Source: an optimization exercise on an open RTL-to-GDS flow (aim: small area). Production flows keep margins and buffers that such runs may drop.
Function was checked by simulation only, so behaviour that the tests miss may differ from the original.
Power and IR drop assume default switching activity.

==> v4 <==
Design wideword_alu_top, start of the top module:
module wideword_alu_top #(
	parameter int ADDR_BITS = wideword_pkg::AXI_ADDR_BITS
) (
	input  logic                                     clk,
	input  logic                                     rst,
	input  logic [ADDR_BITS-1:0]                     awaddr,
	input  logic                                     awvalid,
	output logic                                     awready,
	input  logic [wideword_pkg::AXI_DATA_BITS-1:0]   wdata,
	input  logic [wideword_pkg::AXI_DATA_BITS/8-1:0] wstrb,
	input  logic                                     wvalid,
	output logic                                     wready,
	output logic [1:0]                               bresp,
	output logic                                     bvalid,
	input  logic                                     bready,
	input  logic [ADDR_BITS-1:0]                     araddr,
	input  logic                                     arvalid,
	output logic                                     arready,
	output logic [wideword_pkg::AXI_DATA_BITS-1:0]   rdata,
	output logic [1:0]                               rresp,
	output logic                                     rvalid,
	input  logic                                     rready
);
clock: 6.0 ns
lec_check: 0
cap_margin: 20
core_margin: 2
core_utilization: 25
place_density: 0.35
slew_margin: 20
run.sh (not shown) runs the stock make flow with config.mk's settings and CLKGATE_MAP_FILE= SYNTH_SCRIPT=/design/flow/synth_recipe.tcl, a recipe that flattens the netlist after the stock synthesis.
==> v22: changes against v4 <==
--- a/flow/design.v
+++ b/flow/design.v
@@ -53,16 +53,18 @@
 	logic [31:0] a_q [0:3];    
 	logic [31:0] b_q [0:3];
 	logic [31:0] r_q [0:3];
 	logic [2:0]  op_q;
 	logic [1:0]  wd_q;
 	logic        done_q;
 	logic        ph1_q;        
 	logic        ph2_q;        
+	logic [3:0]  pend_q;       
+	logic        stash_q;      
 	logic        wr_rdy_q;
 	logic        berr_q;
 	logic        rd_rdy_q;
 	logic        rerr_q;
 	function automatic logic hit_block(input logic [ADDR_BITS-1:0] addr, input logic [1:0] blk);
 		hit_block = (addr[ADDR_BITS-1:6] == '0) && (addr[5:4] == blk) && (addr[1:0] == 2'b00);
 	endfunction
 	function automatic logic hit_word(input logic [ADDR_BITS-1:0] addr, input logic [5:0] a);
@@ -94,37 +96,54 @@
 				bvalid <= 1'b0;
 		end
 	end
 	always_ff @(posedge clk)
 	begin
 		if (!bvalid)
 			berr_q <= ~(wr_a | wr_b | wr_ctrl | wr_ro);
 	end
+	logic [31:0] wd_g;
+	assign wd_g = wdata & {32{~rst}};
 	always_ff @(posedge clk)
 	begin
 		for (int w = 0; w < 4; w++)
 		begin
 			for (int k = 0; k < 4; k++)
 			begin
-				if (rst)
-				begin
-					a_q[w][k*8 +: 8] <= '0;
-					b_q[w][k*8 +: 8] <= '0;
-				end
-				else
-				begin
-					if (wr_hs & wr_a & (awaddr[3:2] == 2'(w)) & wstrb[k])
-						a_q[w][k*8 +: 8] <= wdata[k*8 +: 8];
-					if (wr_hs & wr_b & (awaddr[3:2] == 2'(w)) & wstrb[k])
-						b_q[w][k*8 +: 8] <= wdata[k*8 +: 8];
-				end
+				if (rst | (wr_hs & wr_a & (awaddr[3:2] == 2'(w)) & wstrb[k]))
+					a_q[w][k*8 +: 8] <= wd_g[k*8 +: 8];
+				if (rst | (wr_hs & wr_b & (awaddr[3:2] == 2'(w)) & wstrb[k]))
+					b_q[w][k*8 +: 8] <= wd_g[k*8 +: 8];
 			end
 		end
 	end
+	logic is_prm, new_prm, fresh, pend_any, lane_wr1, lane_wr2, prm_act;
+	assign is_prm   = (op_q == 3'd6);
+	assign new_prm  = (wdata[2:0] == 3'd6);
+	assign pend_any = |pend_q;
+	assign fresh    = start & new_prm & ~pend_any;
+	assign prm_act  = fresh | pend_any;
+	assign lane_wr1 = ph1_q & ~is_prm;
+	assign lane_wr2 = ph2_q & ~is_prm;
+	logic sub_q, nota_q, enc_q, enp_q, eng_q, brk16_q, brk8_q;
+	always_ff @(posedge clk)
+	begin
+		if (start)
+		begin
+			sub_q   <= (wdata[2:0] == 3'd5);
+			nota_q  <= (wdata[2:0] == 3'd2);
+			enc_q   <= (wdata[5:4] != 2'd3) & ((wdata[2:0] == 3'd0) | (wdata[2:0] == 3'd5));
+			enp_q   <= (wdata[5:4] != 2'd3) & ((wdata[2:0] == 3'd0) | (wdata[2:0] == 3'd5) |
+				(wdata[2:0] == 3'd4) | (wdata[2:0] == 3'd2) | (wdata[2:0] == 3'd3));
+			eng_q   <= (wdata[5:4] != 2'd3) & ((wdata[2:0] == 3'd1) | (wdata[2:0] == 3'd3));
+			brk16_q <= (wdata[5:4] != 2'd2);
+			brk8_q  <= (wdata[5:4] == 2'd0);
+		end
+	end
 	always_ff @(posedge clk)
 	begin
 		if (rst)
 		begin
 			op_q   <= '0;
 			wd_q   <= '0;
 			done_q <= 1'b0;
 			ph1_q  <= 1'b0;
@@ -141,123 +160,159 @@
 				done_q <= 1'b0;
 			end
 			else if (ph1_q)
 			begin
 				done_q <= 1'b1;
 			end
 		end
 	end
+	logic       ar_hs, next_rvalid, stash_ld;
+	logic       rd_a, rd_b, rd_c, rd_s, rd_r;
+	logic [1:0] rw;
+	assign ar_hs       = arvalid & rd_rdy_q;
+	assign next_rvalid = ar_hs | (rvalid & ~rready);
+	assign stash_ld    = fresh & ~next_rvalid;
+	assign rd_a = hit_block(araddr, 2'd0) & ~stash_ld;
+	assign rd_b = hit_block(araddr, 2'd1) & ~stash_ld;
+	assign rd_c = hit_word(araddr, 6'h20) & ~stash_ld;
+	assign rd_s = hit_word(araddr, 6'h24) & ~stash_ld;
+	assign rd_r = hit_block(araddr, 2'd3) | stash_ld;
+	assign rw   = stash_ld ? 2'd0 : araddr[3:2];
+	logic [1:0] wsel;
+	logic       rd_pend;    
+	assign rd_pend = hit_block(araddr, 2'd3) & pend_q[araddr[3:2]] & ~ph1_q;
+	always_comb
+	begin
+		if (ar_hs & rd_pend)
+			wsel = araddr[3:2];
+		else if (pend_q[0])
+			wsel = 2'd0;
+		else if (pend_q[1])
+			wsel = 2'd1;
+		else if (pend_q[2])
+			wsel = 2'd2;
+		else if (pend_q[3])
+			wsel = 2'd3;
+		else
+			wsel = 2'd0;        
+	end
+	always_ff @(posedge clk)
+	begin
+		if (rst)
+		begin
+			pend_q  <= '0;
+			stash_q <= 1'b0;
+		end
+		else
+		begin
+			stash_q <= stash_ld;
+			if (fresh)
+				pend_q <= 4'b1110;
+			else
+				pend_q <= pend_q & ~(4'b0001 << wsel);
+		end
+	end
 	logic [7:0]  a_byte [0:15];    
-	logic [63:0] bh;               
-	logic [63:0] ah;               
-	logic [63:0] prm;
+	logic [31:0] bsel;
+	logic [31:0] prm;
+	logic [63:0] ah, bh;
 	logic [63:0] lane;
 	logic [63:0] alu;
-	logic        is_prm;
+	logic [7:0]  gbyte, pbyte;
 	always_comb
 	begin
 		for (int i = 0; i < 16; i++)
 			a_byte[i] = a_q[i / 4][31 - 8 * (i % 4) -: 8];
 	end
-	assign bh     = ph2_q ? {b_q[2], b_q[3]} : {b_q[0], b_q[1]};
-	assign is_prm = (op_q == 3'd6);
+	assign bsel = b_q[wsel];
 	always_comb
 	begin
-		for (int k = 0; k < 8; k++)
-		begin
-			logic [3:0] s;
-			s = is_prm ? bh[63 - 8 * k - 4 -: 4] : {ph2_q, 3'(k)};
-			prm[63 - 8 * k -: 8] = a_byte[s];
-		end
+		for (int j = 0; j < 4; j++)
+			prm[31 - 8 * j -: 8] = a_byte[bsel[27 - 8 * j -: 4]];
 	end
-	assign ah = prm;
-	logic        sub;
-	logic [63:0] bx;
-	logic [63:0] sum;
-	logic [8:0]  cy;    
-	assign sub = (op_q == 3'd5);
-	assign bx  = bh ^ {64{sub}};
+	assign ah = ph2_q ? {a_q[2], a_q[3]} : {a_q[0], a_q[1]};
+	assign bh = ph2_q ? {b_q[2], b_q[3]} : {b_q[0], b_q[1]};
+	logic [63:0] bx, p, g, c;
+	logic [8:0]  cb;       
+	assign bx = nota_q ? '1 : (bh ^ {64{sub_q}});
+	assign p  = ah ^ bx;
+	assign g  = ah & bx;
 	always_comb
 	begin
-		logic [8:0] t;
-		cy[0] = sub;
 		for (int j = 0; j < 8; j++)
 		begin
-			logic brk;
-			brk = (j % 4 == 0) || ((j % 2 == 0) && (wd_q == 2'd1)) || (wd_q == 2'd0);
-			if (j == 0)
-				cy[j] = sub;
+			logic gj, pj;
+			gj = 1'b0;
+			pj = 1'b1;
+			for (int i = 0; i < 8; i++)
+			begin
+				gj = g[8*j+i] | (p[8*j+i] & gj);
+				pj = pj & p[8*j+i];
+			end
+			if (j % 4 == 0)
+				cb[j] = sub_q;
+			else if (((j % 2 == 0) && brk16_q) || brk8_q)
+				cb[j] = sub_q;
 			else
-				cy[j] = brk ? sub : t[8];
-			t = {1'b0, ah[j*8 +: 8]} + {1'b0, bx[j*8 +: 8]} + {8'd0, cy[j]};
-			sum[j*8 +: 8] = t[7:0];
-		end
-		cy[8] = t[8];
+				cb[j] = gbyte[j-1] | (pbyte[j-1] & cb[j-1]);
+			gbyte[j] = gj;
+			pbyte[j] = pj;
+		end
+		for (int j = 0; j < 8; j++)
+		begin
+			c[8*j] = cb[j];
+			for (int i = 1; i < 8; i++)
+				c[8*j+i] = g[8*j+i-1] | (p[8*j+i-1] & c[8*j+i-1]);
+		end
 	end
+	assign lane = ((p & {64{enp_q}}) ^ (c & {64{enc_q}})) | (g & {64{eng_q}});
+	assign alu = prm_act ? {prm, prm} : lane;
+	logic [3:0] rz_q;
+	logic [3:0] r_we;
 	always_comb
 	begin
-		case (op_q)
-			3'd0, 3'd5: lane = sum;
-			3'd1:       lane = ah & bh;
-			3'd2:       lane = ~ah;
-			3'd3:       lane = ah | bh;
-			3'd4:       lane = ah ^ bh;
-			default:    lane = '0;
-		endcase
-		if (is_prm)
-			alu = prm;
-		else if (wd_q == 2'd3)
-			alu = '0;
-		else
-			alu = lane;
+		for (int w = 0; w < 4; w++)
+			r_we[w] = (prm_act & (wsel == 2'(w))) | (lane_wr1 & (w < 2)) | (lane_wr2 & (w >= 2));
 	end
 	always_ff @(posedge clk)
 	begin
-		if (rst)
-		begin
-			for (int w = 0; w < 4; w++)
-				r_q[w] <= '0;
-		end
-		else if (ph1_q)
-		begin
-			r_q[0] <= alu[63:32];
-			r_q[1] <= alu[31:0];
-		end
-		else if (ph2_q)
+		for (int w = 0; w < 4; w++)
 		begin
-			r_q[2] <= alu[63:32];
-			r_q[3] <= alu[31:0];
+			if (r_we[w])
+				r_q[w] <= (w % 2 == 0) ? alu[63:32] : alu[31:0];
 		end
+		if (rst)
+			rz_q <= '1;
+		else
+			rz_q <= rz_q & ~r_we;
 	end
-	logic        ar_hs;
 	logic        rd_ok;
+	logic        rd_alu;
 	logic [31:0] rd_val;
-	logic [1:0]  rw;
-	assign rw      = araddr[3:2];
 	assign arready = rd_rdy_q;
-	assign ar_hs   = arvalid & rd_rdy_q;
 	assign rresp   = {rerr_q, 1'b0};
+	assign rd_alu  = (pend_q[rw] & ~ph1_q) | (lane_wr2 & rw[1]);
 	always_comb
 	begin
 		rd_val = '0;
 		rd_ok  = 1'b1;
-		if (hit_block(araddr, 2'd0))
+		if (rd_a)
 			rd_val = a_q[rw];
-		else if (hit_block(araddr, 2'd1))
+		else if (rd_b)
 			rd_val = b_q[rw];
-		else if (hit_word(araddr, 6'h20))
+		else if (rd_c)
 			rd_val = {26'd0, wd_q, 1'b0, op_q};
-		else if (hit_word(araddr, 6'h24))
+		else if (rd_s)
 			rd_val = {31'd0, done_q};
-		else if (hit_block(araddr, 2'd3))
+		else if (rd_r)
 		begin
-			if (ph2_q & rw[1])
+			if (rd_alu)
 				rd_val = rw[0] ? alu[31:0] : alu[63:32];
-			else
+			else if (!rz_q[rw])
 				rd_val = r_q[rw];
 		end
 		else
 			rd_ok = 1'b0;
 	end
 	always_ff @(posedge clk)
 	begin
 		if (rst)
@@ -277,15 +332,14 @@
 		end
 		else if (!rvalid)
 		begin
 			rd_rdy_q <= 1'b1;
 		end
 	end
 	always_ff @(posedge clk)
 	begin
+		if ((ar_hs & ~(stash_q & rd_r & (rw == 2'd0))) | stash_ld)
+			rdata <= rd_val;
 		if (ar_hs)
-		begin
-			rdata  <= rd_val;
 			rerr_q <= ~rd_ok;
-		end
 	end
 endmodule
Settings changed: ABC_AREA from default to 1, CORE_UTILIZATION 25 to 45, PLACE_DENSITY 0.35 to 0.55.
==> metrics list <==
- Multi-In Gates: 2538
* Share of the clock period used by the worst path after layout: 0.948
- Internal power comes to 0.00582 W.
- Of the cells placed in the final design, the portion with a size suffix greater than 1 is 0.124.
- Area share of the largest cell type after synthesis: 0.448
- Initial antenna violation count: 12
- The worst hold path terminates at pend_q[3].
- In this run the static leakage power is 13.6 nW.
- Commonest cells after routing, fill and taps aside: nand2_1 (985), edfxtp_1 (425), inv_1 (338)
- Grt met2 use: 0.683
- Maximum clock frequency: 176 MHz
* Count of cells resized by post-cts repair: 0
* Initial core utilization: 0.453
* Number of optimization iterations in the first detailed-route pass: 10
- The flow ran to the end and the layout has no timing, DRC or antenna violations.
* Largest net degree at the start of global routing: 74
* Number of flops mapped to enable cells by yosys: 425
- Setup total negative slack on the finished layout was measured at 0 ns.
- Clock edge transition at the registers on the reported setup and hold paths: 0.07 ns
The numbers above come from v22.

==> metrics list <==
- Setup slack on the critical path of the routed design comes to -3.42 ns.
* Count of cells resized by post-cts repair: 165
- For this run, combinational gates with multiple inputs come to 3667.
- Setup TNS: -183.35 ns
* Initial core utilization: 0.252
- Violated checks: negative setup slack
- The internal power of the cells totals 0.00500 W.
- Share of the clock period used by the worst path after layout: 1.57
- The run finished, with violations left.
* Largest net degree at the start of global routing: 103
- Area share of the largest cell type after synthesis: 0.211
- For met2 alone, demand over resource in global routing was 0.515.
- Derived from the worst setup path, the maximum achievable clock frequency is 106 MHz.
* Number of optimization iterations in the first detailed-route pass: 8
* Leakage power figure: 20.0 nW
- Setup violations remaining at the end of the flow were counted as 83.
The numbers above come from v4.

what the ideal ports hide:
The results above use ideal ports. As a check the final layouts listed here were re-extracted and re-timed, cells and wires unchanged. Step 1 (the two cells are an assumption about what drives the block):
set clk [get_ports {clk}]
set_driving_cell -lib_cell sky130_fd_sc_hd__clkbuf_16 $clk
set_driving_cell -lib_cell sky130_fd_sc_hd__buf_2 [delete_from_list [all_inputs] $clk]
Step 2 moves the port delays by t, midway between the first and last clock arrival at a register: inputs arrive t later, outputs are due t later. That takes back most of the time a late clock gives input paths. Three values: ideal, step 1, step 2; two values: the first two.
| run | t, ns | slack for setup (ns) | worst register clock-pin slew, ns | cell pins on the clock port's net |
|---|---|---|---|---|
| v4 | 0.763 | -3.417 / -3.417 / -3.417 | 0.07 / 0.07 | 1 |
| v22 | 0.694 | 0.311 / 0.355 / -0.338 | 0.08 / 0.08 | 1 |
With both steps, setup timing fails in v22, where it was met with ideal ports. The setup slack of v22, which loses most, moves by +0.044 ns with the drivers and by -0.649 ns with both steps.
